This is an optimization exercise on Yosys and OpenROAD, whose aim is a short achievable clock period and few clock cycles per item, not a production implementation. No run shown here included a check of the RTL's function; only the layout flow was run. Power figures rest on the tool's default switching activity, not on a simulated workload.

File: design/flow/constraint.sdc
create_clock -name core_clock -period 5.0 [get_ports {clk}]
set_input_delay 1.0000 -clock core_clock [delete_from_list [all_inputs] [get_ports {clk}]]
set_output_delay 1.0000 -clock core_clock [all_outputs]
set_load 0.01 [all_outputs]
File: design/flow/design.v
`default_nettype none
package mprs_pkg;
  localparam int RX_DEPTH = 64;
  localparam int RX_AW    = $clog2(RX_DEPTH);
  localparam int RX_CW    = $clog2(RX_DEPTH + 1);
  localparam logic [15:0] POLL_RST  = 16'd1000;
  localparam logic [11:0] WAIT_RST  = 12'd100;
  localparam logic [3:0]  RETRY_RST = 4'd5;
  localparam logic CMD_TICK = 1'b0;
  localparam logic CMD_BYTE = 1'b1;
  localparam logic [1:0] REG_POLL  = 2'd0;
  localparam logic [1:0] REG_WAIT  = 2'd1;
  localparam logic [1:0] REG_RETRY = 2'd2;
  localparam logic [RX_AW-1:0] ADDR_VEXP = RX_AW'(7);
  localparam logic [RX_AW-1:0] ADDR_CEXP = RX_AW'(8);
  localparam logic [RX_AW-1:0] ADDR_PEXP = RX_AW'(9);
  localparam logic [3:0] Q_LAST     = 4'd15;
  localparam logic [3:0] Q_CURRENT  = 4'd3;
  localparam logic [3:0] Q_POWER    = 4'd6;
  localparam logic [3:0] Q_PF       = 4'd12;
  localparam logic signed [7:0] EXP_FIXED = -8'sd2;
  typedef enum logic [2:0] {
    ACT_REQ_SCALE  = 3'd0,
    ACT_REQ_VALUES = 3'd1,
    ACT_VALUE      = 3'd2,
    ACT_ERR_SCALE  = 3'd3,
    ACT_ERR_VALUES = 3'd4
  } act_t;
  typedef enum logic [1:0] {
    PH_IDLE   = 2'd0,
    PH_SCALE  = 2'd1,
    PH_VALUES = 2'd2
  } phase_t;
  typedef enum logic [3:0] {
    DP_NONE,
    DP_ACCEPT,
    DP_EXP0,
    DP_EXP1,
    DP_EXP2,
    DP_EXP3,
    DP_VLO,
    DP_VHI,
    DP_VCAP,
    DP_VEMIT
  } dp_op_t;
  typedef enum logic [3:0] {
    ST_IDLE,
    ST_EXP0,
    ST_EXP1,
    ST_EXP2,
    ST_EXP3,
    ST_VLO,
    ST_VHI,
    ST_VCAP,
    ST_VOUT
  } ctl_state_t;
  typedef struct packed {
    logic       command;
    logic [7:0] rx_byte;
  } in_item_t;
  typedef struct packed {
    logic [2:0]        action;
    logic [3:0]        quantity;
    logic [15:0]       raw_value;
    logic signed [7:0] decimal_exponent;
    logic              last;
  } out_item_t;
  typedef struct packed {
    logic [15:0] poll_period;
    logic [11:0] reply_wait;
    logic [3:0]  retry_limit;
  } cfg_t;
  typedef struct packed {
    logic out_free;
    logic go_exp;
    logic go_values;
    logic last_val;
  } dp_status_t;
endpackage
`default_nettype wire
`default_nettype none
import mprs_pkg::*;
module meter_poll_retry_sequencer_unit
(
  input  wire        clk,
  input  wire        rst_n,
  input  wire        in_valid,
  output logic       in_stall,
  input  mprs_pkg::in_item_t   in_data,
  output logic       out_valid,
  input  wire        out_stall,
  output mprs_pkg::out_item_t  out_data,
  input  wire        psel,
  input  wire        penable,
  input  wire        pwrite,
  input  wire [3:0]  paddr,
  input  wire [31:0] pwdata,
  output logic [31:0] prdata,
  output logic       pready
);
  localparam int CQ_DEPTH = 4;
  logic [15:0] poll_r, poll_nxt;
  logic [11:0] wait_r, wait_nxt;
  logic [3:0]  retry_r, retry_nxt;
  logic        wr_en;
  logic        wr_poll, wr_wait, wr_retry;
  logic [15:0] pollm2_r;      
  logic        pollle1_r;     
  logic [11:0] waitm1_r;      
  logic        waitnz_r;      
  logic [3:0]  retrym1_r;     
  logic        retrynz_r;     
  assign pready = 1'b1;
  assign wr_en  = psel && penable && pwrite;
  always_comb begin
    poll_nxt  = poll_r;
    wait_nxt  = wait_r;
    retry_nxt = retry_r;
    if (wr_en) begin
      case (paddr[3:2])
        REG_POLL:  poll_nxt  = pwdata[15:0];
        REG_WAIT:  wait_nxt  = pwdata[11:0];
        REG_RETRY: retry_nxt = pwdata[3:0];
        default: begin
        end
      endcase
    end
  end
  assign wr_poll  = wr_en && (paddr[3:2] == REG_POLL);
  assign wr_wait  = wr_en && (paddr[3:2] == REG_WAIT);
  assign wr_retry = wr_en && (paddr[3:2] == REG_RETRY);
  always_ff @(posedge clk) begin
    if (!rst_n) begin
      poll_r    <= POLL_RST;
      wait_r    <= WAIT_RST;
      retry_r   <= RETRY_RST;
      pollm2_r  <= POLL_RST - 16'd2;
      pollle1_r <= 1'b0;
      waitm1_r  <= WAIT_RST - 12'd1;
      waitnz_r  <= 1'b1;
      retrym1_r <= RETRY_RST - 4'd1;
      retrynz_r <= 1'b1;
    end else begin
      poll_r    <= poll_nxt;
      wait_r    <= wait_nxt;
      retry_r   <= retry_nxt;
      pollm2_r  <= poll_nxt - 16'd2;
      pollle1_r <= poll_nxt <= 16'd1;
      waitm1_r  <= wait_nxt - 12'd1;
      waitnz_r  <= wait_nxt != 12'd0;
      retrym1_r <= retry_nxt - 4'd1;
      retrynz_r <= retry_nxt != 4'd0;
    end
  end
  always_comb begin
    case (paddr[3:2])
      REG_POLL:  prdata = {16'h0000, poll_r};
      REG_WAIT:  prdata = {20'h00000, wait_r};
      REG_RETRY: prdata = {28'h0000000, retry_r};
      default:   prdata = '0;
    endcase
  end
  logic [1:0]       phase_r;
  logic             waiting_r;
  logic [3:0]       attempts_r;
  logic [11:0]      timer_r;
  logic [15:0]      since_r;
  logic [RX_CW-1:0] bcnt_r;
  logic [7:0]       vexp_r, cexp_r, pexp_r;
  logic [7:0]          mem [RX_DEPTH];
  logic [RX_DEPTH-1:0] vld_r;
  logic        in_stall_r;
  logic        take, is_byte, tick, wr_ok;
  logic [15:0] since_inc;
  logic        busy, closed, good;
  logic        tk_poll, tk_resend, tk_count, tk_retry, tk_fail, go_exp, go_values;
  logic        res_any;
  logic [2:0]  res_act;
  logic        tlt_r, bnz_r, alt_r, sge_r;
  function automatic logic [7:0] rd(input int a);
    rd = vld_r[a] ? mem[a] : 8'h00;
  endfunction
  assign take    = in_valid && !in_stall_r;
  assign is_byte = in_data.command == CMD_BYTE;
  assign tick    = take && !is_byte;
  assign wr_ok   = waiting_r && (phase_r != PH_IDLE) && !bcnt_r[RX_CW-1];
  assign since_inc  = (since_r == 16'hFFFF) ? since_r : since_r + 16'd1;
  assign busy      = phase_r != PH_IDLE;
  assign closed    = busy && waiting_r && !tlt_r;
  assign good      = closed && bnz_r;
  assign tk_poll   = !busy && sge_r;
  assign tk_resend = busy && !waiting_r;
  assign tk_count  = busy && waiting_r && tlt_r;
  assign go_exp    = good && (phase_r == PH_SCALE);
  assign go_values = good && (phase_r == PH_VALUES);
  assign tk_retry  = closed && !bnz_r && alt_r;
  assign tk_fail   = closed && !bnz_r && !alt_r;
  assign res_any = tk_poll || tk_resend || tk_retry || go_exp || tk_fail;
  always_comb begin
    if (tk_poll) begin
      res_act = ACT_REQ_SCALE;
    end else if (tk_resend || tk_retry) begin
      res_act = (phase_r == PH_SCALE) ? ACT_REQ_SCALE : ACT_REQ_VALUES;
    end else if (go_exp) begin
      res_act = ACT_REQ_VALUES;
    end else begin
      res_act = (phase_r == PH_SCALE) ? ACT_ERR_SCALE : ACT_ERR_VALUES;
    end
  end
  logic [1:0]       phase_nxt;
  logic             waiting_nxt;
  logic [3:0]       attempts_nxt;
  logic [11:0]      timer_nxt;
  logic [15:0]      since_nxt;
  logic [RX_CW-1:0] bcnt_nxt;
  always_comb begin
    phase_nxt    = phase_r;
    waiting_nxt  = waiting_r;
    attempts_nxt = attempts_r;
    timer_nxt    = timer_r;
    since_nxt    = since_r;
    bcnt_nxt     = bcnt_r;
    if (take && is_byte) begin
      if (wr_ok) begin
        bcnt_nxt = bcnt_r + RX_CW'(1);
      end
    end else if (tick) begin
      since_nxt = since_inc;
      if (tk_poll) begin
        phase_nxt    = PH_SCALE;
        attempts_nxt = '0;
        bcnt_nxt     = '0;
        waiting_nxt  = 1'b1;
        timer_nxt    = '0;
      end else if (tk_resend || tk_retry) begin
        if (tk_retry) begin
          attempts_nxt = attempts_r + 4'd1;
        end
        waiting_nxt = 1'b1;
        timer_nxt   = '0;
      end else if (tk_count) begin
        timer_nxt = timer_r + 12'd1;
      end else if (go_exp) begin
        phase_nxt    = PH_VALUES;
        attempts_nxt = '0;
        bcnt_nxt     = '0;
        waiting_nxt  = 1'b1;
        timer_nxt    = '0;
      end else if (go_values) begin
        since_nxt   = '0;
        phase_nxt   = PH_IDLE;
        waiting_nxt = 1'b0;
      end else if (tk_fail) begin
        phase_nxt   = PH_IDLE;
        waiting_nxt = 1'b0;
      end
    end
  end
  logic tlt_nxt, bnz_nxt, alt_nxt, sge_nxt;
  logic tmr_clr, tmr_inc, att_clr, att_inc, bc_clr, bc_inc, sn_inc, sn_clr;
  assign tmr_clr = tick && (tk_poll || tk_resend || tk_retry || go_exp);
  assign tmr_inc = tick && tk_count;
  assign att_clr = tick && (tk_poll || go_exp);
  assign att_inc = tick && tk_retry;
  assign bc_clr  = tick && (tk_poll || go_exp);
  assign bc_inc  = take && is_byte && wr_ok;
  assign sn_clr  = tick && go_values;
  assign sn_inc  = tick && !go_values;
  always_comb begin
    if (wr_wait) begin
      tlt_nxt = timer_r < pwdata[11:0];
    end else if (tmr_clr) begin
      tlt_nxt = waitnz_r;
    end else if (tmr_inc) begin
      tlt_nxt = tlt_r && (timer_r != waitm1_r);
    end else begin
      tlt_nxt = tlt_r;
    end
    if (wr_retry) begin
      alt_nxt = attempts_r < pwdata[3:0];
    end else if (att_clr) begin
      alt_nxt = retrynz_r;
    end else if (att_inc) begin
      alt_nxt = alt_r && (attempts_r != retrym1_r);
    end else begin
      alt_nxt = alt_r;
    end
    if (bc_clr) begin
      bnz_nxt = 1'b0;
    end else if (bc_inc) begin
      bnz_nxt = 1'b1;
    end else begin
      bnz_nxt = bnz_r;
    end
    if (wr_poll) begin
      sge_nxt = since_inc >= pwdata[15:0];
    end else if (sn_clr) begin
      sge_nxt = pollle1_r;
    end else if (sn_inc) begin
      sge_nxt = sge_r || (since_r == pollm2_r) || (since_r == 16'hFFFE);
    end else begin
      sge_nxt = sge_r;
    end
  end
  always_ff @(posedge clk) begin
    if (!rst_n) begin
      phase_r    <= PH_IDLE;
      waiting_r  <= 1'b0;
      attempts_r <= '0;
      timer_r    <= '0;
      since_r    <= '0;
      bcnt_r     <= '0;
      vexp_r     <= '0;
      cexp_r     <= '0;
      pexp_r     <= '0;
      tlt_r      <= 1'b1;           
      bnz_r      <= 1'b0;
      alt_r      <= 1'b1;           
      sge_r      <= 1'b0;           
    end else begin
      tlt_r      <= tlt_nxt;
      bnz_r      <= bnz_nxt;
      alt_r      <= alt_nxt;
      sge_r      <= sge_nxt;
      phase_r    <= phase_nxt;
      waiting_r  <= waiting_nxt;
      attempts_r <= attempts_nxt;
      timer_r    <= timer_nxt;
      since_r    <= since_nxt;
      bcnt_r     <= bcnt_nxt;
      if (tick && go_exp) begin
        vexp_r <= rd(ADDR_VEXP);
        cexp_r <= rd(ADDR_CEXP);
        pexp_r <= rd(ADDR_PEXP);
      end
    end
  end
  always_ff @(posedge clk) begin
    if (take && is_byte && wr_ok) begin
      mem[bcnt_r[RX_AW-1:0]] <= in_data.rx_byte;
    end
  end
  always_ff @(posedge clk) begin
    if (!rst_n) begin
      vld_r <= '0;
    end else if (take && is_byte && wr_ok) begin
      vld_r[bcnt_r[RX_AW-1:0]] <= 1'b1;
    end
  end
  logic [15:0] vq_r [16];
  logic [15:0] vq_ld [16];
  logic [7:0]  ve_r, ce_r, pe_r;
  logic [3:0]  vk_r;
  logic        vact_r;
  logic        v_pop;
  always_comb begin
    for (int k = 0; k < 16; k++) begin
      if (k < 12) begin
        vq_ld[k] = {rd(7 + 2 * k), rd(6 + 2 * k)};
      end else if (k == 15) begin
        vq_ld[k] = {rd(34), rd(33)};
      end else begin
        vq_ld[k] = {8'h00, rd(18 + k)};
      end
    end
  end
  always_ff @(posedge clk) begin
    if (!vact_r) begin
      for (int k = 0; k < 16; k++) vq_r[k] <= vq_ld[k];
      ve_r <= vexp_r;
      ce_r <= cexp_r;
      pe_r <= pexp_r;
    end else if (v_pop) begin
      for (int k = 0; k < 15; k++) vq_r[k] <= vq_r[k + 1];
    end
  end
  always_ff @(posedge clk) begin
    if (!rst_n) begin
      vact_r <= 1'b0;
      vk_r   <= '0;
    end else begin
      if (tick && go_values) begin
        vact_r <= 1'b1;
      end else if (v_pop && (vk_r == Q_LAST)) begin
        vact_r <= 1'b0;
      end
      if (v_pop) begin
        vk_r <= vk_r + 4'd1;
      end
    end
  end
  logic [2:0]          cq_r [CQ_DEPTH];
  logic [CQ_DEPTH-1:0] cq_v, cq_vs, cq_we;
  logic                c_avail, c_pop, c_push, bypass;
  assign c_avail = cq_v[0];
  assign cq_vs   = c_pop ? {1'b0, cq_v[CQ_DEPTH-1:1]} : cq_v;
  always_comb begin
    for (int i = 0; i < CQ_DEPTH; i++) begin
      cq_we[i] = c_push && !cq_vs[i] && ((i == 0) || cq_vs[(i == 0) ? 0 : i - 1]);
    end
  end
  always_ff @(posedge clk) begin
    for (int i = 0; i < CQ_DEPTH; i++) begin
      if (cq_we[i]) begin
        cq_r[i] <= res_act;
      end else if (c_pop && i < CQ_DEPTH - 1) begin
        cq_r[i] <= cq_r[(i < CQ_DEPTH - 1) ? i + 1 : i];
      end
    end
  end
  always_ff @(posedge clk) begin
    if (!rst_n) begin
      cq_v <= '0;
    end else begin
      cq_v <= cq_vs | cq_we;
    end
  end
  logic       out_valid_r, out_free;
  mprs_pkg::out_item_t out_data_r, val_item, ctl_item;
  logic [7:0] val_exp;
  assign out_free = !out_valid_r || !out_stall;
  assign v_pop    = out_free && vact_r;
  assign c_pop    = out_free && !vact_r && c_avail;
  assign bypass   = out_free && !vact_r && !c_avail;
  assign c_push   = tick && res_any && !bypass;
  always_comb begin
    if (vk_r < Q_CURRENT) begin
      val_exp = ve_r;
    end else if (vk_r < Q_POWER) begin
      val_exp = ce_r;
    end else if (vk_r < Q_PF) begin
      val_exp = pe_r;
    end else begin
      val_exp = EXP_FIXED;
    end
    val_item                  = '0;
    val_item.action           = ACT_VALUE;
    val_item.quantity         = vk_r;
    val_item.raw_value        = vq_r[0];
    val_item.decimal_exponent = val_exp;
    val_item.last             = vk_r == Q_LAST;
    ctl_item        = '0;
    ctl_item.action = c_avail ? cq_r[0] : res_act;
    ctl_item.last   = 1'b1;
  end
  always_ff @(posedge clk) begin
    if (!rst_n) begin
      out_valid_r <= 1'b0;
    end else if (out_free) begin
      out_valid_r <= vact_r || c_avail || (tick && res_any);
    end
  end
  always_ff @(posedge clk) begin
    if (out_free) begin
      out_data_r <= vact_r ? val_item : ctl_item;
    end
  end
  assign out_valid = out_valid_r;
  assign out_data  = out_data_r;
  logic phase_values_nxt;
  assign phase_values_nxt = (phase_r == PH_VALUES) ? !(tick && (go_values || tk_fail))
                                                   : (tick && go_exp);
  always_ff @(posedge clk) begin
    if (!rst_n) begin
      in_stall_r <= 1'b0;
    end else begin
      in_stall_r <= cq_v[CQ_DEPTH-1] || (cq_v[CQ_DEPTH-2] && c_push) ||
                    (phase_values_nxt && (vact_r || c_avail || c_push));
    end
  end
  assign in_stall = in_stall_r;
endmodule
`default_nettype wire
File: design/flow/run.sh
#!/bin/bash
# synth_recipe.tcl (not shown) runs the flow's synth.tcl, then flattens the netlist and writes it again
# the make line also repeats each setting of config.mk as NAME=value (left out here)
make -C /OpenROAD-flow-scripts/flow DESIGN_CONFIG=/design/flow/config.mk WORK_HOME=/design/flow/orfs CLKGATE_MAP_FILE= SYNTH_SCRIPT=/design/flow/synth_recipe.tcl finish
File: design/flow/config.mk
export PLATFORM = sky130hd
export DESIGN_NAME = meter_poll_retry_sequencer_unit
export DESIGN_NICKNAME = meter_poll_retry_sequencer_unit
export VERILOG_FILES = /design/flow/design.v
export SDC_FILE = /design/flow/constraint.sdc
export NUM_CORES = 4
export LEC_CHECK = 0
export ABC_CLOCK_PERIOD_IN_PS = 2500
export CAP_MARGIN = 20
export CORE_MARGIN = 2
export CORE_UTILIZATION = 40
export SETUP_SLACK_MARGIN = 2.5
export SLEW_MARGIN = 20
==> results of run 1 <==
cells in the mapped netlist, types with 5 or more instances:
library cell,number
nor2b_1,30
nor3_1,44
or3_1,21
and2_1,47
clkbuf_1,114
o211ai_1,9
nand3_1,73
nand4_1,25
a22o_1,192
nor4_1,11
o31ai_1,6
buf_2,24
o21ai_1,19
a21oi_1,137
inv_1,31
buf_4,18
or2_2,5
a31oi_1,16
and3_1,11
mux2_2,13
buf_1,12
nand2b_1,16
or4_1,11
a21o_1,5
o21a_1,9
o2111ai_1,7
ha_1,44
nand3b_1,7
xnor2_1,34
nor2_1,145
dfxtp_1,200
edfxtp_1,532
a31o_2,6
a211oi_1,7
xor2_1,36
mux2i_1,30
nand2_1,248
o221ai_1,13
o21ai_0,74
power by group through the flow:
stage,combinational [mW],clock [mW],sequential [mW]
after floorplan,0.135,0,6.60
after global placement,0.257,0,6.61
after detailed placement,0.261,0,6.61
after CTS,0.284,5.76,6.47
after global routing,0.317,6.00,6.47
final,0.294,5.64,6.47
layer usage:
layer | global-route usage, % | part of all wire [%]
met5 | 0 | 0
met4 | 5.67 | 2.4
met3 | 2.57 | 4.8
met2 | 29.5 | 49
met1 | 23.8 | 44
final cells by class:
class / count / area, µm²
Sequential cell: 732 / 20000
Antenna cell: 1 / 2.50
Timing Repair Buffer: 168 / 1520
Inverter: 34 / 130
Clock inverter: 45 / 523
Tap cell: 969 / 1210
Multi-Input combinational cell: 1438 / 9770
Fill cell: 6456 / 38900
Clock buffer: 94 / 1980
sequential cells by signal, indices dropped and copies added, names as in the netlist, 4 cells and up:
| name | cells |
|---|---|
| ve_r | 8 |
| retrym1_r | 4 |
| cq_r | 12 |
| vexp_r | 8 |
| attempts_r | 4 |
| pexp_r | 8 |
| vq_r | 256 |
| timer_r | 12 |
| cq_v | 4 |
| waitm1_r | 12 |
| poll_r | 15 |
| pe_r | 8 |
| pollm2_r | 16 |
| vld_r | 29 |
| wait_r | 12 |
| retry_r | 4 |
| mem | 232 |
| vk_r | 4 |
| since_r | 16 |
| out_data_r | 32 |
| cexp_r | 8 |
| ce_r | 8 |
| bcnt_r | 7 |
kinds of logic after synthesis:
| logic type | synth area share [%] |
|---|---|
| AND/OR/NAND/NOR | 11.9 |
| multiplexers | 1.54 |
| flip-flops | 67.1 |
| XOR/XNOR | 2.06 |
| adder cells (fa/ha/maj) | 1.85 |
| buffers and inverters | 2.94 |
| other | 0.0252 |
| AO/OA/AOI/OAI | 12.6 |
through the flow:
step | hold slack, ps | instances | utilization, %
floorplan | 408 | 2372 | -
global placement | 414 | 3277 | 42.7
detailed placement | 415 | 3277 | 42.7
global route | 433 | 3480 | 47.5
CTS | 428 | 3456 | 46.9
finish | 427 | 3481 | 47.5
worst paths after layout:
kind / from / end / slack (ps)
min: cexp_r[6] / ce_r[6] / 430
max reg2reg: since_r[5] / sge_r / 2430
min reg2reg: cexp_r[6] / ce_r[6] / 430
max: paddr[2] / prdata[11] / 2160
worst max-delay path, cell delays in order:
cell and delay, ps:
buf_8 100, buf_12 130, buf_12 130, buf_6 110, mux2i_1 180, nor2_1 60, buf_2 140
repair_timing:
item                                    in CTS  in global routing
setup buffers                               36                 24
gates resized for setup                    220                 55
pin swaps                                   30                 21
endpoints found under the setup margin     628                139
gates cloned                                 4                  0
==> out/results.ini, run 1 <==
[global_routing]
grt_pass1_vias = 19100
grt_start_max_net_pins = 146
track_usage_pct = 17.7
antenna_found_initial = 1
gr-total-overflow = 0
grt_pass1_wl_um = 108000

[yosys]
synth_top_area_share_pct = 53.6
async_flop_share_pct = 0
ys_warn_count = 4
synthTopCellsByArea = edfxtp_1 54%, dfxtp_1 13%, a22o_1 5.6%
synth_flop_cell = edfxtp_1
ys_seq_elements = 732
avgSynthCellArea_um2 = 12.6
yosysSeqAreaShare_pct = 67.1
synth_top_cell_by_area = edfxtp_1
synth_edf_count = 532
synth_area_mm2 = 0.0298
syn_inst = 2357
synthDistinctLibCells = 80

[layout]
final_common_cell = edfxtp_1
syn_to_final_growth_pct = 18.1
finish.instance_area_mm2 = 0.0352
drive_gt1_share_pct = 15.3
nets = 2545
most-common-layout-cells = 532 x edfxtp_1, 241 x nand2_1, 192 x a22o_1

[power]
p_int_mw = 9.86
switching_share_pct = 20.5
leakage_nw = 12.9
power_density_mw_per_mm2 = 353
combPwrFrac_pct = 2.4
p_switching_mw = 2.55
power.total_mw = 12.4
sequentialPowerShare_pct = 52.1
power.share.clock_pct = 45.5
ir_drop_mv = 0.224

[floorplan]
die_h_um = 277
fp.dieArea_mm2 = 0.0767
fp-row-count = 100
coreArea_mm2 = 0.0741
fp.dieW_um = 277
pin_count = 119
start_util_pct = 40.2

[sta]
fin_setup_tns_ps = 0
setup_slack_ps = 2160
post-route-min-period_ps = 2840
finalHoldViolations = 0
fmax_ghz = 0.353
drv_slew = 0
rsz0062_at_grt = true
finalSetupViolCount = 0
min_period_over_period_pct = 56.7
slew_headroom_pct = 35.0
tightest_slew_ps = 973
fin_skew_ps = 22.2

[critical_path]
crit_arrival_ps = 1840
crit_fanout = 4
required_ps = 4000
critPathKind = primary input to output pin
end_kind = output pin
worst_r2r_path_depth = 10
critPathLaunchType = primary input

[route]
drc = 0
vias_per_cell = 5.48
via_count = 19100
dr.pass1.iters = 7
wl_per_cell_um = 19.7
dr.first_iter.drc_count = 1540
drtAntennaViolNets = 0
wl_um = 68700

[clocking]
cts_root_buf = clkbuf_16
htree_levels = 3
clkTransAtPathRegs_ps = 60
clock_sinks = 732
cts_tree = yes
numCtsBuffers = 75
clock_path_buffers = 3
postCtsHoldBufs = 0
clk_latency_ps = 620

[flow_run]
cap_violations = 0

[placed_design]
portBuffers = 83
place.gp.congestion = 0.860
dp_hpwl_um = 41900
place_ws_ps = 839
place_area_mm2 = 0.0316

[hold_path]
hold_path_depth = 0
hp-class = register to register

[run_status]
status = finished clean

==> run 2, diff against run 1 <==
--- a/design/flow/design.v
+++ b/design/flow/design.v
@@ -103,13 +103,6 @@
   logic [11:0] wait_r, wait_nxt;
   logic [3:0]  retry_r, retry_nxt;
   logic        wr_en;
-  logic        wr_poll, wr_wait, wr_retry;
-  logic [15:0] pollm2_r;      
-  logic        pollle1_r;     
-  logic [11:0] waitm1_r;      
-  logic        waitnz_r;      
-  logic [3:0]  retrym1_r;     
-  logic        retrynz_r;     
   assign pready = 1'b1;
   assign wr_en  = psel && penable && pwrite;
   always_comb begin
@@ -126,30 +119,15 @@
       endcase
     end
   end
-  assign wr_poll  = wr_en && (paddr[3:2] == REG_POLL);
-  assign wr_wait  = wr_en && (paddr[3:2] == REG_WAIT);
-  assign wr_retry = wr_en && (paddr[3:2] == REG_RETRY);
   always_ff @(posedge clk) begin
     if (!rst_n) begin
-      poll_r    <= POLL_RST;
-      wait_r    <= WAIT_RST;
-      retry_r   <= RETRY_RST;
-      pollm2_r  <= POLL_RST - 16'd2;
-      pollle1_r <= 1'b0;
-      waitm1_r  <= WAIT_RST - 12'd1;
-      waitnz_r  <= 1'b1;
-      retrym1_r <= RETRY_RST - 4'd1;
-      retrynz_r <= 1'b1;
-    end else begin
-      poll_r    <= poll_nxt;
-      wait_r    <= wait_nxt;
-      retry_r   <= retry_nxt;
-      pollm2_r  <= poll_nxt - 16'd2;
-      pollle1_r <= poll_nxt <= 16'd1;
-      waitm1_r  <= wait_nxt - 12'd1;
-      waitnz_r  <= wait_nxt != 12'd0;
-      retrym1_r <= retry_nxt - 4'd1;
-      retrynz_r <= retry_nxt != 4'd0;
+      poll_r  <= POLL_RST;
+      wait_r  <= WAIT_RST;
+      retry_r <= RETRY_RST;
+    end else begin
+      poll_r  <= poll_nxt;
+      wait_r  <= wait_nxt;
+      retry_r <= retry_nxt;
     end
   end
   always_comb begin
@@ -171,7 +149,7 @@
   logic [RX_DEPTH-1:0] vld_r;
   logic        in_stall_r;
   logic        take, is_byte, tick, wr_ok;
-  logic [15:0] since_inc;
+  logic [15:0] since_inc, since_inc2;
   logic        busy, closed, good;
   logic        tk_poll, tk_resend, tk_count, tk_retry, tk_fail, go_exp, go_values;
   logic        res_any;
@@ -185,6 +163,7 @@
   assign tick    = take && !is_byte;
   assign wr_ok   = waiting_r && (phase_r != PH_IDLE) && !bcnt_r[RX_CW-1];
   assign since_inc  = (since_r == 16'hFFFF) ? since_r : since_r + 16'd1;
+  assign since_inc2 = (since_inc == 16'hFFFF) ? since_inc : since_inc + 16'd1;
   assign busy      = phase_r != PH_IDLE;
   assign closed    = busy && waiting_r && !tlt_r;
   assign good      = closed && bnz_r;
@@ -267,23 +246,19 @@
   assign sn_clr  = tick && go_values;
   assign sn_inc  = tick && !go_values;
   always_comb begin
-    if (wr_wait) begin
-      tlt_nxt = timer_r < pwdata[11:0];
-    end else if (tmr_clr) begin
-      tlt_nxt = waitnz_r;
+    if (tmr_clr) begin
+      tlt_nxt = wait_nxt != 12'd0;
     end else if (tmr_inc) begin
-      tlt_nxt = tlt_r && (timer_r != waitm1_r);
+      tlt_nxt = (timer_r + 12'd1) < wait_nxt;
     end else begin
-      tlt_nxt = tlt_r;
+      tlt_nxt = timer_r < wait_nxt;
     end
-    if (wr_retry) begin
-      alt_nxt = attempts_r < pwdata[3:0];
-    end else if (att_clr) begin
-      alt_nxt = retrynz_r;
+    if (att_clr) begin
+      alt_nxt = retry_nxt != 4'd0;
     end else if (att_inc) begin
-      alt_nxt = alt_r && (attempts_r != retrym1_r);
+      alt_nxt = (attempts_r + 4'd1) < retry_nxt;
     end else begin
-      alt_nxt = alt_r;
+      alt_nxt = attempts_r < retry_nxt;
     end
     if (bc_clr) begin
       bnz_nxt = 1'b0;
@@ -292,14 +267,12 @@
     end else begin
       bnz_nxt = bnz_r;
     end
-    if (wr_poll) begin
-      sge_nxt = since_inc >= pwdata[15:0];
-    end else if (sn_clr) begin
-      sge_nxt = pollle1_r;
+    if (sn_clr) begin
+      sge_nxt = poll_nxt <= 16'd1;
     end else if (sn_inc) begin
-      sge_nxt = sge_r || (since_r == pollm2_r) || (since_r == 16'hFFFE);
+      sge_nxt = since_inc2 >= poll_nxt;
     end else begin
-      sge_nxt = sge_r;
+      sge_nxt = since_inc >= poll_nxt;
     end
   end
   always_ff @(posedge clk) begin
==> out/results.ini, run 2 <==
[critical_path]
end_kind = register
crit_chain = ha_4, nand3_4, or4_4, mux2i_4, nand3_1, or4_4, a21oi_4, xnor2_1, ha_1, a21o_1, a21o_1, a211o_1, o211ai_1, a21oi_2, o41ai_2, a31oi_1
critPathLaunchType = register
crit_arrival_ps = 4430
cp_slowest_cell = or4_4
reg2reg_setup_slack_ps = 1050
crit_fanout = 5
required_ps = 5480
worst_r2r_path_depth = 16
critPathKind = register to register
max_stage_delay_ps = 610
r2r-end = sge_r
path_buf_inv = 0
cp_top_family = simple AND/OR/NAND/NOR gates
reg2reg_from = since_r[1]

[hold_path]
min_from = cexp_r[0]
hold_path_depth = 0
worstHoldEndpoint = ce_r[0]
hp-class = register to register

[yosys]
syn_inst = 2204
async_flop_share_pct = 0
synth_edf_count = 532
synthTopCellsByArea = edfxtp_1 56%, dfxtp_1 12%, a22o_1 5.9%
synthDistinctLibCells = 78
avgSynthCellArea_um2 = 13.0
yosysSeqAreaShare_pct = 67.3
synth_top_cell_by_area = edfxtp_1
ys_seq_elements = 698
synth_flop_cell = edfxtp_1
synth_area_mm2 = 0.0287
synth_top_area_share_pct = 55.7
ys_warn_count = 4
yosysMostFrequentCell = edfxtp_1
synth_common_cells = 532 x edfxtp_1, 210 x nand2_1, 192 x a22o_1

[layout]
instances_no_fill = 3338
syn_to_final_growth_pct = 20.2
largest_register_ffs = 256
utilization_pct = 48.4
multiInputGateArea_mm2 = 0.00955
final-seq-area_mm2 = 0.0193
finish.instance_area_mm2 = 0.0345
fillers = 6084
final_common_cell = edfxtp_1
regMostFlops = vq_r
most-common-layout-cells = 532 x edfxtp_1, 201 x nand2_1, 192 x a22o_1
nets = 2450
diodes = 0
drive_gt1_share_pct = 17.5

[global_routing]
antenna_found_initial = 0
grt_start_max_net_pins = 96
grt_pass1_vias = 17700
track_usage_pct = 16.9
grt_pass1_wl_um = 98700
gr-total-overflow = 0

[clocking]
clkTransAtPathRegs_ps = 60
numCtsBuffers = 74
clk_latency_ps = 620
htree_levels = 3
clock_sinks = 698
cts_tree = yes
clock_path_buffers = 3
cts_root_buf = clkbuf_16

[route]
wl_um = 63600
drc = 0
wl_per_cell_um = 19.1
dr.first_iter.drc_count = 1322
via_count = 18000
drtAntennaViolNets = 0
vias_per_cell = 5.40
dr.pass1.iters = 8

[power]
leakage_nw = 12.9
ir_drop_mv = 0.227
power_density_mw_per_mm2 = 343
power.total_mw = 11.8

[sta]
finalHoldWorstSlack_ps = 412
fmax_ghz = 0.253
slew_headroom_pct = 30.5
finalSetupViolCount = 0
drv_slew = 0
min_period_over_period_pct = 79.0
fin_setup_tns_ps = 0
finalHoldViolations = 0
rsz0062_at_grt = true
tightest_slew_ps = 1040
post-route-min-period_ps = 3950
setup_slack_ps = 1050
fin_skew_ps = 24.7

[floorplan]
fp.dieW_um = 272
fp.dieArea_mm2 = 0.0738
pin_count = 119
coreArea_mm2 = 0.0712
start_util_pct = 40.2
die_h_um = 272
fp-row-count = 98

[placed_design]
dp_hpwl_um = 39100
place.gp.congestion = 0.792
place_inst = 3129
place_ws_ps = 585
portBuffers = 83
place_area_mm2 = 0.0308

[run_status]
status = finished clean

[flow_run]
cap_violations = 0

## run 2: cell count changes after synthesis, sizes merged, moves of 15 or more
cell,before,now
o21ai,94,79
a21oi,139,111
xnor2,34,18
ha,44,70
nor2,145,161
o21a,9,26
mux2i,30,50
nor3,45,17
nand2,252,210
xor2,36,19
buf,55,39
dfxtp,200,166
## run 2: layer usage
| metal | part of all wire [%] | global-route usage [%] | wire length [µm] |
|---|---|---|---|
| met1 | 45 | 22.9 | 28700 |
| met2 | 48 | 27.7 | 30400 |
| met3 | 4.8 | 2.64 | 3030 |
| met4 | 2.3 | 5.73 | 1470 |
| met5 | 0 | 0 | 0 |
## run 2: report_power, final
part | total [mW] | internal (mW) | switching, mW
sequential | 6.19 | 6.19 | 0.00367
combinational | 0.257 | 0.105 | 0.153
clock | 5.39 | 3.17 | 2.22
total | 11.8 | 9.46 | 2.37
## run 2: cells by family (layout without fill, tap and decap cells)
group                      count (synthesis)  count (layout)  share of synthesized area, %
AOI/OAI and AO/OA                        514             514                          12.7
xor gates and xnor gates                  37              37                          1.13
adders and majority gates                 70              70                          3.06
buffers and inverters                    179             346                          2.65
DFF                                      698             698                          67.3
muxes                                     64              64                          2.31
other                                      2              17                        0.0262
and+or+nand+nor                          640             642                          10.8
## run 2: cell type report
| cell class | count | share of cell area, % |
|---|---|---|
| multi-input combinational | 1344 | 27.7 |
| tap | 950 | 3.45 |
| sequential | 698 | 56.1 |
| inverter | 24 | 0.287 |
| timing repair buffer | 186 | 5.37 |
| clock buffer | 106 | 6.11 |
| clock inverter | 30 | 0.922 |
## run 2: what timing repair did
item,in CTS,in global routing
hold endpoints to repair,0,0
pin swaps,30,30
gates cloned,3,1
endpoints found under the setup margin,311,177
resized for setup,195,76
setup buffers,46,23
hold buffers,0,0
## run 2: worst max path at each step
stage / from / end / slack (ps) / cells past startpoint
final: since_r[1] / sge_r / 1050 / 16
after global routing: since_r[1] / sge_r / 900 / 16
after CTS: since_r[1] / sge_r / 1020 / 16
after detailed placement: since_r[0] / sge_r / 580 / 17
after global placement: since_r[0] / sge_r / 620 / 17
after floorplan: since_r[1] / sge_r / 1210 / 18
==> run 3, diff against run 2 <==
--- a/design/flow/config.mk
+++ b/design/flow/config.mk
@@ -8,6 +8,6 @@
 export ABC_CLOCK_PERIOD_IN_PS = 2500
 export CAP_MARGIN = 20
 export CORE_MARGIN = 2
-export CORE_UTILIZATION = 40
+export CORE_UTILIZATION = 65
 export SETUP_SLACK_MARGIN = 2.5
 export SLEW_MARGIN = 20
==> out/results.ini, run 3 <==
[placed_design]
dp_hpwl_um = 37400
portBuffers = 83
place.gp.congestion = 0.858

[sta]
tightest_slew_ps = 971
rsz0062_at_grt = true
finalSetupViolCount = 0
fin_skew_ps = 11.7
drv_slew = 0
finalHoldViolations = 0
post-route-min-period_ps = 3950
fin_setup_tns_ps = 0
slew_headroom_pct = 35.3
fmax_ghz = 0.253
min_period_over_period_pct = 79.0

[layout]
largest_register_ffs = 256
drive_gt1_share_pct = 16.6
regMostFlops = vq_r
utilization_pct = 77.8
diodes = 0
most-common-layout-cells = 532 x edfxtp_1, 200 x nand2_1, 192 x a22o_1
nets = 2437
final_common_cell = edfxtp_1
syn_to_final_growth_pct = 17.5

[route]
via_count = 18000
drc = 0
wl_um = 60800
wl_per_cell_um = 20.6
drtAntennaViolNets = 0
dr.pass1.iters = 5
vias_per_cell = 6.11
dr.first_iter.drc_count = 1460

[power]
sequentialPowerShare_pct = 53.8
p_switching_mw = 2.24
switching_share_pct = 19.4
power_density_mw_per_mm2 = 342
p_int_mw = 9.27
power.share.clock_pct = 44.0
leakage_nw = 12.6
combPwrFrac_pct = 2.2
ir_drop_mv = 0.365

[clocking]
cts_tree = yes
clk_latency_ps = 580
clkTransAtPathRegs_ps = 50
cts_root_buf = clkbuf_16
clock_sinks = 698
htree_levels = 3
clock_path_buffers = 3
numCtsBuffers = 69
postCtsHoldBufs = 0

[floorplan]
die_h_um = 214
fp.dieArea_mm2 = 0.0458
coreArea_mm2 = 0.0433
pin_count = 119
fp.dieW_um = 214
start_util_pct = 66.2
fp-row-count = 76

[critical_path]
reg2reg_from = since_r[8]
crit_chain = nand4_1, or4_4, a21oi_4, nand3_4, or4_4, a21oi_4, xnor2_2, ha_1, a21o_1, a21o_1, a211o_1, o211ai_1, a21oi_1, o41ai_2, a31oi_1
r2r-end = sge_r
crit_arrival_ps = 4390
critPathKind = register to register
worst_r2r_path_depth = 15
required_ps = 5440
end_kind = register
reg2reg_setup_slack_ps = 1050
critPathLaunchType = register
max_stage_delay_ps = 570
crit_fanout = 7
cp_slowest_cell = or4_4
path_buf_inv = 0
cp_top_family = compound AO/OA/AOI/OAI gates

[yosys]
yosysSeqAreaShare_pct = 67.3
synth_area_mm2 = 0.0287
syn_inst = 2204
synth_flop_cell = edfxtp_1
ys_seq_elements = 698
synth_edf_count = 532
yosysMostFrequentCell = edfxtp_1
synthDistinctLibCells = 78
synth_top_area_share_pct = 55.7
synth_top_cell_by_area = edfxtp_1
ys_warn_count = 4
synth_common_cells = 532 x edfxtp_1, 210 x nand2_1, 192 x a22o_1
synthTopCellsByArea = edfxtp_1 56%, dfxtp_1 12%, a22o_1 5.9%
async_flop_share_pct = 0
avgSynthCellArea_um2 = 13.0

[global_routing]
grt_pass1_vias = 17900
antenna_found_initial = 0
grt_util_met3_pct = 4.53
gr-usage-met2_pct = 45.4
grtUsageMet1_pct = 34.4
track_usage_pct = 26.4
grt.busiest_layer = met2
grt_start_max_net_pins = 154
grt_pass1_wl_um = 95700
gr-total-overflow = 0

[hold_path]
hp-class = register to register
hold_path_depth = 0
worstHoldEndpoint = ce_r[0]
min_from = cexp_r[0]

[run_status]
status = finished clean

[flow_run]
cap_violations = 0

-- run 3: cell types whose count changed in the layout (fill, tap and decap cells not counted), sizes merged, moves of 2 or more --
cell / previous run / this run
clkbuf: 107 / 93
clkdlybuf4s50: 38 / 51
dlygate4sd2: 13 / 3
buf: 125 / 118
dlymetal6s2s: 8 / 5
clkdlybuf4s15: 0 / 2
clkinv: 21 / 19
-- run 3: logic make-up after synthesis --
kind of cell | share of synthesized area, %
flops | 67.3
simple gates | 10.8
compound gates | 12.7
buf+inv | 2.65
fa+ha+maj | 3.06
mux | 2.31
xor+xnor | 1.13
other cells | 0.0262
-- run 3: worst max path at each step --
stage,startpoint,to,slack (ps),cells after the start
4_1_cts,since_r[1],sge_r,1020,16
2_1_floorplan,since_r[1],sge_r,1210,18
6_report,since_r[8],sge_r,1050,15
5_1_grt,since_r[1],sge_r,870,16
3_3_place_gp,since_r[0],sge_r,680,17
3_5_place_dp,since_r[0],sge_r,550,17
-- run 3: layout make-up --
type | count | area [µm²]
inverter | 24 | 97.6
clock buffer | 93 | 1930
fill | 2590 | 9600
timing repair buffer | 179 | 1750
tap | 585 | 732
clock inverter | 29 | 294
sequential | 698 | 19300
multi-input combinational | 1343 | 9520
-- run 3: power by group through the flow --
stage,clock [mW],combinational [mW],sequential (mW)
after floorplan,0,0.103,6.32
after global placement,0,0.200,6.32
after detailed placement,0,0.205,6.32
after CTS,5.13,0.236,6.19
after global routing,5.37,0.274,6.19
final,5.06,0.255,6.19
-- run 3: per-stage QoR --
stage          setup WS, ps  instances  cell area, µm²  power, mW  hold WS [ps]
6_report               1050       2951           33700       11.5           429
5_1_grt                 872       2951           33700       11.8           435
4_1_cts                1020       2937           33300       11.6           429
3_5_place_dp            546       2765           30400       6.52           416
3_3_place_gp            682       2765           30400       6.52           413
2_1_floorplan          1210       2219           29300       6.42           408
-- run 3: what timing repair did --
action | in CTS | in global routing
gates resized for setup | 177 | 67
buffers inserted | 49 | 14
setup endpoints to repair | 416 | 94
pin swaps | 32 | 20
gates cloned | 1 | 0
-- run 3: layer usage --
layer,share of wire (%),vias to the layer above
li1,-,8476
met4,2.3,0
met2,50,558
met1,41,8893
met5,0,-
met3,5.8,103
==> run 4, diff against run 3 <==
--- a/design/flow/design.v
+++ b/design/flow/design.v
@@ -99,35 +99,33 @@
   output logic       pready
 );
   localparam int CQ_DEPTH = 4;
-  logic [15:0] poll_r, poll_nxt;
-  logic [11:0] wait_r, wait_nxt;
-  logic [3:0]  retry_r, retry_nxt;
+  logic [15:0] poll_r;
+  logic [11:0] wait_r;
+  logic [3:0]  retry_r;
+  logic [15:0] pollm1_r;     
+  logic        poll0_r;      
   logic        wr_en;
   assign pready = 1'b1;
   assign wr_en  = psel && penable && pwrite;
-  always_comb begin
-    poll_nxt  = poll_r;
-    wait_nxt  = wait_r;
-    retry_nxt = retry_r;
-    if (wr_en) begin
-      case (paddr[3:2])
-        REG_POLL:  poll_nxt  = pwdata[15:0];
-        REG_WAIT:  wait_nxt  = pwdata[11:0];
-        REG_RETRY: retry_nxt = pwdata[3:0];
-        default: begin
-        end
-      endcase
-    end
-  end
   always_ff @(posedge clk) begin
     if (!rst_n) begin
       poll_r  <= POLL_RST;
       wait_r  <= WAIT_RST;
       retry_r <= RETRY_RST;
-    end else begin
-      poll_r  <= poll_nxt;
-      wait_r  <= wait_nxt;
-      retry_r <= retry_nxt;
+      pollm1_r <= POLL_RST - 16'd1;
+      poll0_r  <= 1'b0;
+    end else if (wr_en) begin
+      case (paddr[3:2])
+        REG_POLL: begin
+          poll_r   <= pwdata[15:0];
+          pollm1_r <= pwdata[15:0] - 16'd1;
+          poll0_r  <= pwdata[15:0] == 16'd0;
+        end
+        REG_WAIT:  wait_r  <= pwdata[11:0];
+        REG_RETRY: retry_r <= pwdata[3:0];
+        default: begin
+        end
+      endcase
     end
   end
   always_comb begin
@@ -149,31 +147,29 @@
   logic [RX_DEPTH-1:0] vld_r;
   logic        in_stall_r;
   logic        take, is_byte, tick, wr_ok;
-  logic [15:0] since_inc, since_inc2;
+  logic [15:0] since_inc;
   logic        busy, closed, good;
   logic        tk_poll, tk_resend, tk_count, tk_retry, tk_fail, go_exp, go_values;
   logic        res_any;
   logic [2:0]  res_act;
-  logic        tlt_r, bnz_r, alt_r, sge_r;
   function automatic logic [7:0] rd(input int a);
     rd = vld_r[a] ? mem[a] : 8'h00;
   endfunction
   assign take    = in_valid && !in_stall_r;
   assign is_byte = in_data.command == CMD_BYTE;
   assign tick    = take && !is_byte;
-  assign wr_ok   = waiting_r && (phase_r != PH_IDLE) && !bcnt_r[RX_CW-1];
-  assign since_inc  = (since_r == 16'hFFFF) ? since_r : since_r + 16'd1;
-  assign since_inc2 = (since_inc == 16'hFFFF) ? since_inc : since_inc + 16'd1;
+  assign wr_ok   = waiting_r && (phase_r != PH_IDLE) && (bcnt_r < RX_CW'(RX_DEPTH));
+  assign since_inc = (since_r == 16'hFFFF) ? since_r : since_r + 16'd1;
   assign busy      = phase_r != PH_IDLE;
-  assign closed    = busy && waiting_r && !tlt_r;
-  assign good      = closed && bnz_r;
-  assign tk_poll   = !busy && sge_r;
+  assign closed    = busy && waiting_r && !(timer_r < wait_r);
+  assign good      = closed && (bcnt_r != '0);
+  assign tk_poll   = !busy && (poll0_r || (since_r >= pollm1_r));
   assign tk_resend = busy && !waiting_r;
-  assign tk_count  = busy && waiting_r && tlt_r;
+  assign tk_count  = busy && waiting_r && (timer_r < wait_r);
   assign go_exp    = good && (phase_r == PH_SCALE);
   assign go_values = good && (phase_r == PH_VALUES);
-  assign tk_retry  = closed && !bnz_r && alt_r;
-  assign tk_fail   = closed && !bnz_r && !alt_r;
+  assign tk_retry  = closed && !good && (attempts_r < retry_r);
+  assign tk_fail   = closed && !good && !(attempts_r < retry_r);
   assign res_any = tk_poll || tk_resend || tk_retry || go_exp || tk_fail;
   always_comb begin
     if (tk_poll) begin
@@ -235,46 +231,6 @@
       end
     end
   end
-  logic tlt_nxt, bnz_nxt, alt_nxt, sge_nxt;
-  logic tmr_clr, tmr_inc, att_clr, att_inc, bc_clr, bc_inc, sn_inc, sn_clr;
-  assign tmr_clr = tick && (tk_poll || tk_resend || tk_retry || go_exp);
-  assign tmr_inc = tick && tk_count;
-  assign att_clr = tick && (tk_poll || go_exp);
-  assign att_inc = tick && tk_retry;
-  assign bc_clr  = tick && (tk_poll || go_exp);
-  assign bc_inc  = take && is_byte && wr_ok;
-  assign sn_clr  = tick && go_values;
-  assign sn_inc  = tick && !go_values;
-  always_comb begin
-    if (tmr_clr) begin
-      tlt_nxt = wait_nxt != 12'd0;
-    end else if (tmr_inc) begin
-      tlt_nxt = (timer_r + 12'd1) < wait_nxt;
-    end else begin
-      tlt_nxt = timer_r < wait_nxt;
-    end
-    if (att_clr) begin
-      alt_nxt = retry_nxt != 4'd0;
-    end else if (att_inc) begin
-      alt_nxt = (attempts_r + 4'd1) < retry_nxt;
-    end else begin
-      alt_nxt = attempts_r < retry_nxt;
-    end
-    if (bc_clr) begin
-      bnz_nxt = 1'b0;
-    end else if (bc_inc) begin
-      bnz_nxt = 1'b1;
-    end else begin
-      bnz_nxt = bnz_r;
-    end
-    if (sn_clr) begin
-      sge_nxt = poll_nxt <= 16'd1;
-    end else if (sn_inc) begin
-      sge_nxt = since_inc2 >= poll_nxt;
-    end else begin
-      sge_nxt = since_inc >= poll_nxt;
-    end
-  end
   always_ff @(posedge clk) begin
     if (!rst_n) begin
       phase_r    <= PH_IDLE;
@@ -286,15 +242,7 @@
       vexp_r     <= '0;
       cexp_r     <= '0;
       pexp_r     <= '0;
-      tlt_r      <= 1'b1;           
-      bnz_r      <= 1'b0;
-      alt_r      <= 1'b1;           
-      sge_r      <= 1'b0;           
     end else begin
-      tlt_r      <= tlt_nxt;
-      bnz_r      <= bnz_nxt;
-      alt_r      <= alt_nxt;
-      sge_r      <= sge_nxt;
       phase_r    <= phase_nxt;
       waiting_r  <= waiting_nxt;
       attempts_r <= attempts_nxt;
--- a/design/flow/config.mk
+++ b/design/flow/config.mk
@@ -8,6 +8,6 @@
 export ABC_CLOCK_PERIOD_IN_PS = 2500
 export CAP_MARGIN = 20
 export CORE_MARGIN = 2
-export CORE_UTILIZATION = 65
+export CORE_UTILIZATION = 40
 export SETUP_SLACK_MARGIN = 2.5
 export SLEW_MARGIN = 20
==> out/results.ini, run 4 <==
[run_status]
status = finished clean

[power]
leakage_nw = 12.5
p_switching_mw = 2.47
switching_share_pct = 20.6
power.share.clock_pct = 45.4
sequentialPowerShare_pct = 52.6
combPwrFrac_pct = 2.0
power_density_mw_per_mm2 = 353
p_int_mw = 9.51
ir_drop_mv = 0.190

[global_routing]
track_usage_pct = 16.4
grt_pass1_vias = 16800
antenna_found_initial = 0
grt_start_max_net_pins = 110
grt_pass1_wl_um = 92400
gr-total-overflow = 0

[sta]
fmax_ghz = 0.356
fin_skew_ps = 28.6
slew_headroom_pct = 26.1
rsz0062_at_grt = true
fin_setup_tns_ps = 0
post-route-min-period_ps = 2810
finalSetupViolCount = 0
finalHoldViolations = 0
tightest_slew_ps = 1110
drv_slew = 0
min_period_over_period_pct = 56.1
finalHoldWorstSlack_ps = 427

[floorplan]
die_h_um = 268
fp-row-count = 96
pin_count = 119
start_util_pct = 40.6
coreArea_mm2 = 0.0688
fp.dieArea_mm2 = 0.0720
fp.dieW_um = 268

[layout]
regMostFlops = vq_r
nets = 2353
fillers = 5850
diodes = 0
largest_register_ffs = 256
drive_gt1_share_pct = 19.7
syn_to_final_growth_pct = 21.5
final_common_cell = edfxtp_1
most-common-layout-cells = 532 x edfxtp_1, 207 x nand2_1, 193 x a22o_1

[yosys]
synth_top_cell_by_area = edfxtp_1
ys_seq_elements = 711
syn_inst = 2118
synth_flop_cell = edfxtp_1
synth_edf_count = 532
synth_top_area_share_pct = 57.2
async_flop_share_pct = 0
synthTopCellsByArea = edfxtp_1 57%, dfxtp_1 13%, a22o_1 6.0%
ys_warn_count = 4
synth_common_cells = 532 x edfxtp_1, 219 x nand2_1, 193 x a22o_1
yosysSeqAreaShare_pct = 70.0
yosysMostFrequentCell = edfxtp_1
synthDistinctLibCells = 68
avgSynthCellArea_um2 = 13.2
synth_area_mm2 = 0.0279

[clocking]
numCtsBuffers = 75
clk_latency_ps = 620
cts_tree = yes
clock_sinks = 711
clock_path_buffers = 3
cts_root_buf = clkbuf_16
htree_levels = 3
clkTransAtPathRegs_ps = 60

[critical_path]
worst_r2r_path_depth = 12
reg2reg_from = wait_r[11]
r2r-end = cq_r[2][2]
critPathLaunchType = register
endpoint = cq_r[2][2]
max_stage_delay_ps = 340
crit_start = wait_r[11]
reg2reg_setup_slack_ps = 2190
end_kind = register
cp_common_cell = buf_4
cp_top_family = compound AO/OA/AOI/OAI gates
crit_chain = inv_2, ha_4, buf_4, nand2_1, o21ai_2, nand2b_4, a211oi_4, buf_4, buf_6, o41ai_4, or2_4, mux2_4
cp_slowest_cell = a211oi_4
crit_arrival_ps = 3170
required_ps = 5370
path_buf_inv = 4
critPathKind = register to register
crit_fanout = 6
crit_cells = 12

[hold_path]
hold_path_depth = 0
hp-class = register to register

[route]
via_count = 17100
wl_um = 59900
drc = 0
drtAntennaViolNets = 0
dr.first_iter.drc_count = 1293
vias_per_cell = 5.25
dr.pass1.iters = 5
wl_per_cell_um = 18.4

[placed_design]
place.gp.congestion = 0.792
dp_hpwl_um = 35500
portBuffers = 83

[flow_run]
cap_violations = 0

## run 4: cell count changes in the layout (fill, tap and decap cells not counted), sizes merged, moves of 18 or more
cell           before  now
inv                26   54
clkdlybuf4s50      51   25
ha                 70   40
mux2i              50   32
nor2              161  143
dlygate4sd2         3   30
## run 4: power groups by stage
stage	sequential, mW	combinational, mW	clock [mW]
floorplan	6.43	0.0964	0
global placement	6.43	0.199	0
detailed placement	6.43	0.203	0
CTS	6.30	0.220	5.54
global route	6.30	0.261	5.79
finish	6.30	0.242	5.43
## run 4: worst reg2reg max path, stage by stage (launching register included)
cell and delay [ps]:
dfxtp_2 330, inv_2 40, ha_4 260, buf_4 100, nand2_1 70, o21ai_2 270
nand2b_4 160, a211oi_4 350, buf_4 180, buf_6 100, o41ai_4 80, or2_4 320
mux2_4 300
## run 4: layout make-up
type	count	area (µm²)	area share (%)
sequential	711	19600	57.8
tap	931	1160	3.43
timing repair buffer	190	1800	5.31
clock buffer	97	2040	6.01
inverter	50	188	0.553
multi-input combinational	1233	8740	25.8
clock inverter	42	382	1.12
## run 4: worst min-delay path by stage
stage | end | from | slack, ps
finish | ce_r[2] | cexp_r[2] | 430
detailed placement | pe_r[3] | pexp_r[3] | 420
CTS | ce_r[2] | cexp_r[2] | 420
global route | ce_r[2] | cexp_r[2] | 440
global placement | ve_r[5] | vexp_r[5] | 410
floorplan | ce_r[0] | cexp_r[0] | 410
## run 4: timing repair
| item | in CTS | in global routing |
|---|---|---|
| cloned | 6 | 0 |
| endpoints found under the setup margin | 465 | 275 |
| pin swaps | 47 | 40 |
| hold buffers | 0 | 0 |
| setup buffers | 64 | 19 |
| gates resized for setup | 262 | 92 |
## run 4: routing by layer
layer  GRT usage (%)  wire length, µm  vias to the layer above
met5               0                0                        -
met4            6.22             1580                        0
met3            2.67             2520                      112
met2            27.3            28900                      370
met1            21.6            26800                     8440
li1                -                -                     8172
## run 4: logic make-up (layout without fill, tap and decap cells)
| family | count (synthesis) | after routing | share of synthesized area, % |
|---|---|---|---|
| flip-flops | 711 | 711 | 70.0 |
| AND/OR/NAND/NOR | 610 | 616 | 10.2 |
| AO/OA/AOI/OAI | 487 | 487 | 12.6 |
| buffers and inverters | 195 | 379 | 2.87 |
| multiplexers | 41 | 41 | 1.51 |
| adder cells (fa/ha/maj) | 40 | 40 | 1.79 |
| XOR/XNOR | 32 | 32 | 1.00 |
| other | 2 | 17 | 0.0269 |
## run 4: stage by stage
stage / utilization (%) / total power, mW / cells / worst slack, ps / instance area, µm²
2_1_floorplan: - / 6.52 / 2133 / 2320 / 28500
3_3_place_gp: 43.6 / 6.63 / 3026 / 967 / 30000
3_5_place_dp: 43.6 / 6.63 / 3026 / 935 / 30000
4_1_cts: 48.5 / 12.1 / 3235 / 2170 / 33400
5_1_grt: 49.3 / 12.3 / 3254 / 2110 / 33900
6_report: 49.3 / 12.0 / 3254 / 2190 / 33900
==> run 5, diff against run 4 <==
--- a/design/flow/config.mk
+++ b/design/flow/config.mk
@@ -9,5 +9,5 @@
 export CAP_MARGIN = 20
 export CORE_MARGIN = 2
 export CORE_UTILIZATION = 40
-export SETUP_SLACK_MARGIN = 2.5
+export SETUP_SLACK_MARGIN = 2.2
 export SLEW_MARGIN = 20
==> out/results.ini, run 5 <==
[critical_path]
cp_slowest_cell = o41ai_4
worst_r2r_path_depth = 10
max_stage_delay_ps = 560
reg2reg_setup_slack_ps = 2170
crit_arrival_ps = 3200
crit_chain = ha_4, a21oi_2, o21ai_2, a22oi_2, a211oi_4, buf_12, o41ai_4, a2111oi_4, buf_4, mux2_4
crit_start = timer_r[5]
required_ps = 5370
crit_fanout = 6
reg2reg_from = timer_r[5]
r2r-end = cq_r[1][0]
end_kind = register
critPathLaunchType = register
endpoint = cq_r[1][0]
critPathKind = register to register

[layout]
nets = 2316
drive_gt1_share_pct = 14.7
most-common-layout-cells = 532 x edfxtp_1, 211 x nand2_1, 193 x a22o_1
final_common_cell = edfxtp_1
syn_to_final_growth_pct = 18.2
fillers = 5969
utilization_pct = 48.0
largest_register_ffs = 256
instances_no_fill = 3216
regMostFlops = vq_r
finish.instance_area_mm2 = 0.0330

[yosys]
avgSynthCellArea_um2 = 13.2
synth_area_mm2 = 0.0279
syn_inst = 2118
yosysMostFrequentCell = edfxtp_1
synth_edf_count = 532
ys_seq_elements = 711
ys_warn_count = 4
synth_top_cell_by_area = edfxtp_1
yosysSeqAreaShare_pct = 70.0
synth_flop_cell = edfxtp_1
synth_top_area_share_pct = 57.2
async_flop_share_pct = 0
synthDistinctLibCells = 68
synthTopCellsByArea = edfxtp_1 57%, dfxtp_1 13%, a22o_1 6.0%
synth_common_cells = 532 x edfxtp_1, 219 x nand2_1, 193 x a22o_1

[floorplan]
die_h_um = 268
fp-row-count = 96
coreArea_mm2 = 0.0688
start_util_pct = 40.6
fp.dieW_um = 268
pin_count = 119
fp.dieArea_mm2 = 0.0720

[global_routing]
antenna_found_initial = 2
grt_pass1_wl_um = 91300
track_usage_pct = 16.1
grt_start_max_net_pins = 164
grt_pass1_vias = 16600
gr-total-overflow = 0

[sta]
drv_slew = 0
finalSetupViolCount = 0
post-route-min-period_ps = 2830
finalHoldWorstSlack_ps = 432
rsz0062_at_grt = true
min_period_over_period_pct = 56.6
tightest_slew_ps = 945
slew_headroom_pct = 36.9
finalHoldViolations = 0
fmax_ghz = 0.353
fin_skew_ps = 28.5
fin_setup_tns_ps = 0
setup_slack_ps = 2170

[power]
power_density_mw_per_mm2 = 363
combPwrFrac_pct = 1.6
p_switching_mw = 2.41
sequentialPowerShare_pct = 52.6
p_int_mw = 9.57
ir_drop_mv = 0.248
leakage_nw = 12.0
power.total_mw = 12.0
switching_share_pct = 20.1
power.share.clock_pct = 45.8

[clocking]
clock_sinks = 711
clk_latency_ps = 620
cts_tree = yes
htree_levels = 3
cts_root_buf = clkbuf_16
numCtsBuffers = 73
postCtsHoldBufs = 0
clkTransAtPathRegs_ps = 60
clock_path_buffers = 3

[placed_design]
portBuffers = 83
place_area_mm2 = 0.0297
place.gp.congestion = 0.809
place_inst = 3030
place_ws_ps = 856
dp_hpwl_um = 35100

[run_status]
status = finished clean

[route]
wl_per_cell_um = 17.9
vias_per_cell = 5.19
drc = 0
via_count = 16700
wl_um = 57500
drtAntennaViolNets = 0
dr.pass1.iters = 5
dr.first_iter.drc_count = 1240

[hold_path]
hp-class = register to register

[flow_run]
cap_violations = 0

## run 5: cell counts after synthesis
No cell type changed its count.
## run 5: critical path, delay by kind of cell (launching register included)
kind                       cells  cell delay, ps
AOI/OAI and AO/OA              6            1370
adders and majority gates      1             240
buffers and inverters          2             340
DFF                            1             370
muxes                          1             290
## run 5: final cells by class
cell class / count / area [µm²] / area share (%)
clock buffer: 95 / 1990 / 6.03
sequential: 711 / 19600 / 59.4
inverter: 50 / 188 / 0.568
timing repair buffer: 160 / 1430 / 4.33
tap: 931 / 1160 / 3.53
antenna: 1 / 2.50 / 0.00758
multi-input combinational: 1228 / 8190 / 24.8
clock inverter: 40 / 455 / 1.38
## run 5: how the worst min path moves through the flow
stage | cells after the start | endpoint | from | slack, ps
finish | 0 | ce_r[3] | cexp_r[3] | 430
global route | 0 | ve_r[3] | vexp_r[3] | 450
CTS | 0 | ce_r[3] | cexp_r[3] | 430
detailed placement | 0 | ve_r[0] | vexp_r[0] | 420
global placement | 0 | ve_r[7] | vexp_r[7] | 410
floorplan | 0 | ce_r[0] | cexp_r[0] | 410
## run 5: power groups by stage
stage               clock network, mW  registers [mW]  logic (mW)
global placement                    0            6.43       0.191
CTS                              5.61            6.30       0.195
global route                     5.85            6.30       0.215
floorplan                           0            6.43      0.0876
finish                           5.49            6.30       0.196
detailed placement                  0            6.43       0.195
## run 5: cells by family after synthesis
group | count (synthesis) | synth area share, %
compound gates | 487 | 12.6
xor+xnor | 32 | 1.00
fa+ha+maj | 40 | 1.79
buf+inv | 195 | 2.87
flops | 711 | 70.0
mux | 41 | 1.51
other cells | 2 | 0.0269
simple gates | 610 | 10.2
## run 5: what timing repair did
item / 4_1_cts / 5_1_grt
setup buffers: 17 / 32
pin swaps: 9 / 28
endpoints found under the setup margin: 319 / 250
hold endpoints to repair: 0 / 0
gates cloned: 0 / 1
gates resized for setup: 100 / 95
## run 5: metal layers
metal	share of wire, %	up-vias	routed length (µm)	GRT usage (%)
li1	-	8090	-	-
met1	46	8205	26300	21.7
met2	48	345	27800	26.7
met3	4.3	64	2450	2.67
met4	1.7	2	970	4.44
met5	0.023	-	13	0
==> run 6, diff against run 5 <==
--- a/design/flow/config.mk
+++ b/design/flow/config.mk
@@ -9,5 +9,5 @@
 export CAP_MARGIN = 20
 export CORE_MARGIN = 2
 export CORE_UTILIZATION = 40
-export SETUP_SLACK_MARGIN = 2.2
+export SETUP_SLACK_MARGIN = 3.0
 export SLEW_MARGIN = 20
==> out/results.ini, run 6 <==
[layout]
nets = 2408
drive_gt1_share_pct = 25.9
syn_to_final_growth_pct = 25.0
diodes = 0
final-seq-area_mm2 = 0.0196
utilization_pct = 50.8
final_common_cell = edfxtp_1
fillers = 5657
multiInputGateArea_mm2 = 0.00916
regMostFlops = vq_r
most-common-layout-cells = 532 x edfxtp_1, 203 x nand2_1, 193 x a22o_1
largest_register_ffs = 256

[sta]
slew_headroom_pct = 35.5
finalHoldViolations = 0
tightest_slew_ps = 967
fmax_ghz = 0.353
fin_setup_tns_ps = 0
drv_slew = 0
finalSetupViolCount = 0
post-route-min-period_ps = 2840
fin_skew_ps = 33.4
rsz0062_at_grt = true
min_period_over_period_pct = 56.7

[critical_path]
reg2reg_from = wait_r[7]
crit_arrival_ps = 3200
worst_r2r_path_depth = 12
cp_top_family = simple AND/OR/NAND/NOR gates
crit_start = wait_r[7]
reg2reg_setup_slack_ps = 2170
path_buf_inv = 4
endpoint = cq_r[2][2]
cp_slowest_cell = dfxtp_2
max_stage_delay_ps = 340
crit_cells = 12
r2r-end = cq_r[2][2]
critPathLaunchType = register
crit_chain = inv_2, ha_4, nand4_1, nor4_2, a22oi_2, buf_6, buf_6, a21oi_4, buf_6, o41ai_4, or2_4, mux2_4
required_ps = 5370
critPathKind = register to register
cp_common_cell = buf_6
end_kind = register
crit_fanout = 5

[run_status]
status = finished clean

[power]
leakage_nw = 12.8
power_density_mw_per_mm2 = 342
ir_drop_mv = 0.254

[yosys]
synth_top_area_share_pct = 57.2
synthTopCellsByArea = edfxtp_1 57%, dfxtp_1 13%, a22o_1 6.0%
synth_common_cells = 532 x edfxtp_1, 219 x nand2_1, 193 x a22o_1
synthDistinctLibCells = 68
synth_top_cell_by_area = edfxtp_1
avgSynthCellArea_um2 = 13.2
synth_edf_count = 532
async_flop_share_pct = 0
synth_flop_cell = edfxtp_1
yosysMostFrequentCell = edfxtp_1
synth_area_mm2 = 0.0279
syn_inst = 2118
ys_seq_elements = 711
ys_warn_count = 4
yosysSeqAreaShare_pct = 70.0

[clocking]
cts_tree = yes
htree_levels = 3
clkTransAtPathRegs_ps = 60
clock_sinks = 711
postCtsHoldBufs = 0
clk_latency_ps = 630
clock_path_buffers = 3
cts_root_buf = clkbuf_16
numCtsBuffers = 75

[placed_design]
dp_hpwl_um = 35900
portBuffers = 83
place.gp.congestion = 0.784

[global_routing]
grt.busiest_layer = met2
grt_pass1_wl_um = 96300
gr-usage-met2_pct = 29.2
track_usage_pct = 17.2
antenna_found_initial = 1
grt_start_max_net_pins = 101
grt_util_met3_pct = 2.77
grtUsageMet1_pct = 22.9
grt_pass1_vias = 17100
gr-total-overflow = 0

[floorplan]
die_h_um = 268
fp.dieW_um = 268
start_util_pct = 40.6
fp-row-count = 96
coreArea_mm2 = 0.0688
fp.dieArea_mm2 = 0.0720
pin_count = 119

[route]
dr.first_iter.drc_count = 1346
vias_per_cell = 5.28
drtAntennaViolNets = 0
drc = 0
wl_per_cell_um = 18.9
wl_um = 62500
via_count = 17400
dr.pass1.iters = 7

[hold_path]
hp-class = register to register

[flow_run]
cap_violations = 0

==> run 6: cell counts after synthesis <==
Identical to the previous run, type by type.
==> run 6: where the power goes <==
| group | leakage [nW] | total (mW) | switching (mW) | internal [mW] |
|---|---|---|---|---|
| Sequential | 7.20 | 6.30 | 0.00520 | 6.29 |
| Clock | 1.16 | 5.40 | 2.25 | 3.15 |
| Combinational | 4.46 | 0.242 | 0.154 | 0.0873 |
==> run 6: worst register-to-register path: cells and delay by family (launching register included) <==
kind	cells	cell delay, ps
compound gates	3	450
buf+inv	4	460
fa+ha+maj	1	270
flops	1	340
mux	1	300
simple gates	3	790
==> run 6: per-layer routing <==
| metal | vias to the layer above | part of all wire [%] |
|---|---|---|
| li1 | 8283 | - |
| met3 | 80 | 5.0 |
| met2 | 442 | 49 |
| met4 | 0 | 1.6 |
| met5 | - | 0 |
| met1 | 8633 | 44 |
==> run 6: worst min-delay path by stage <==
stage                     startpoint  slack (ps)  endpoint  cells past startpoint
after floorplan            cexp_r[0]         410   ce_r[0]                      0
after CTS                  vexp_r[6]         420   ve_r[6]                      0
after detailed placement   vexp_r[4]         420   ve_r[4]                      0
after global routing       vexp_r[6]         430   ve_r[6]                      0
after global placement     vexp_r[4]         410   ve_r[4]                      0
final                      vexp_r[6]         420   ve_r[6]                      0
==> run 6: timing repair <==
action	in CTS	in global routing
pin swaps	98	75
endpoints found under the hold margin	0	0
endpoints found under the setup margin	930	501
buffers inserted	95	40
gates resized for setup	457	125
gates cloned	12	0
==> run 6: cell type report <==
class / instances / share of cell area (%)
clock buffers: 110 / 6.16
clock inverters: 25 / 0.720
inverters: 50 / 0.580
multi-input cells: 1235 / 26.2
flip-flops and latches: 711 / 56.2
well taps: 931 / 3.33
repair buffers: 243 / 6.76
==> run 6: per-stage QoR <==
stage          worst slack [ps]  cells  hold slack, ps  area [µm²]  power (mW)
2_1_floorplan              2330   2133             408       28800        6.53
3_3_place_gp                976   3023             414       30100        6.63
3_5_place_dp                951   3023             415       30100        6.63
4_1_cts                    2160   3265             425       34100        12.0
5_1_grt                    2040   3305             433       34900        12.3
6_report                   2170   3305             418       34900        11.9
==> run 6: kinds of logic (layout without fill, tap and decap cells) <==
logic type | Yosys count | in the layout | share of synthesized area [%]
other cells | 2 | 17 | 0.0269
flops | 711 | 711 | 70.0
xor+xnor | 32 | 32 | 1.00
fa+ha+maj | 40 | 40 | 1.79
buf+inv | 195 | 428 | 2.87
simple gates | 610 | 618 | 10.2
mux | 41 | 41 | 1.51
compound gates | 487 | 487 | 12.6

[static timing again, ports no longer ideal]
No port has a modelled driver above. Below, the same layouts with a new extraction and two added sets of constraints.
Step 1: set_driving_cell puts a clkbuf_16 on clk and a buf_2 on each other input, an assumption about the parent block.
Step 2 also shifts input and output timing later by t, the mid clock arrival at the registers, as if the neighbouring blocks saw the same clock.
a / b / c = no drivers / after step 1 / after step 2; a / b = the first two.
| run | t (ns) | setup slack, ns | slew at the worst register clock pin (ns) |
|---|---|---|---|
| run 1 | 0.673 | 2.165 / 2.124 / 1.567 | 0.07 / 0.07 |
| run 2 | 0.663 | 1.050 / 1.050 / 1.050 | 0.06 / 0.06 |
| run 3 | 0.634 | 1.051 / 1.051 / 1.051 | 0.06 / 0.06 |
| run 4 | 0.671 | 2.194 / 2.157 / 1.573 | 0.06 / 0.06 |
| run 5 | 0.659 | 2.170 / 2.170 / 1.656 | 0.06 / 0.06 |
| run 6 | 0.671 | 2.165 / 2.136 / 1.715 | 0.06 / 0.06 |
After both steps every run listed still meets setup and hold. For run 4, which loses most, drivers alone change the setup slack by -0.037 ns; drivers and shift together by -0.621 ns.
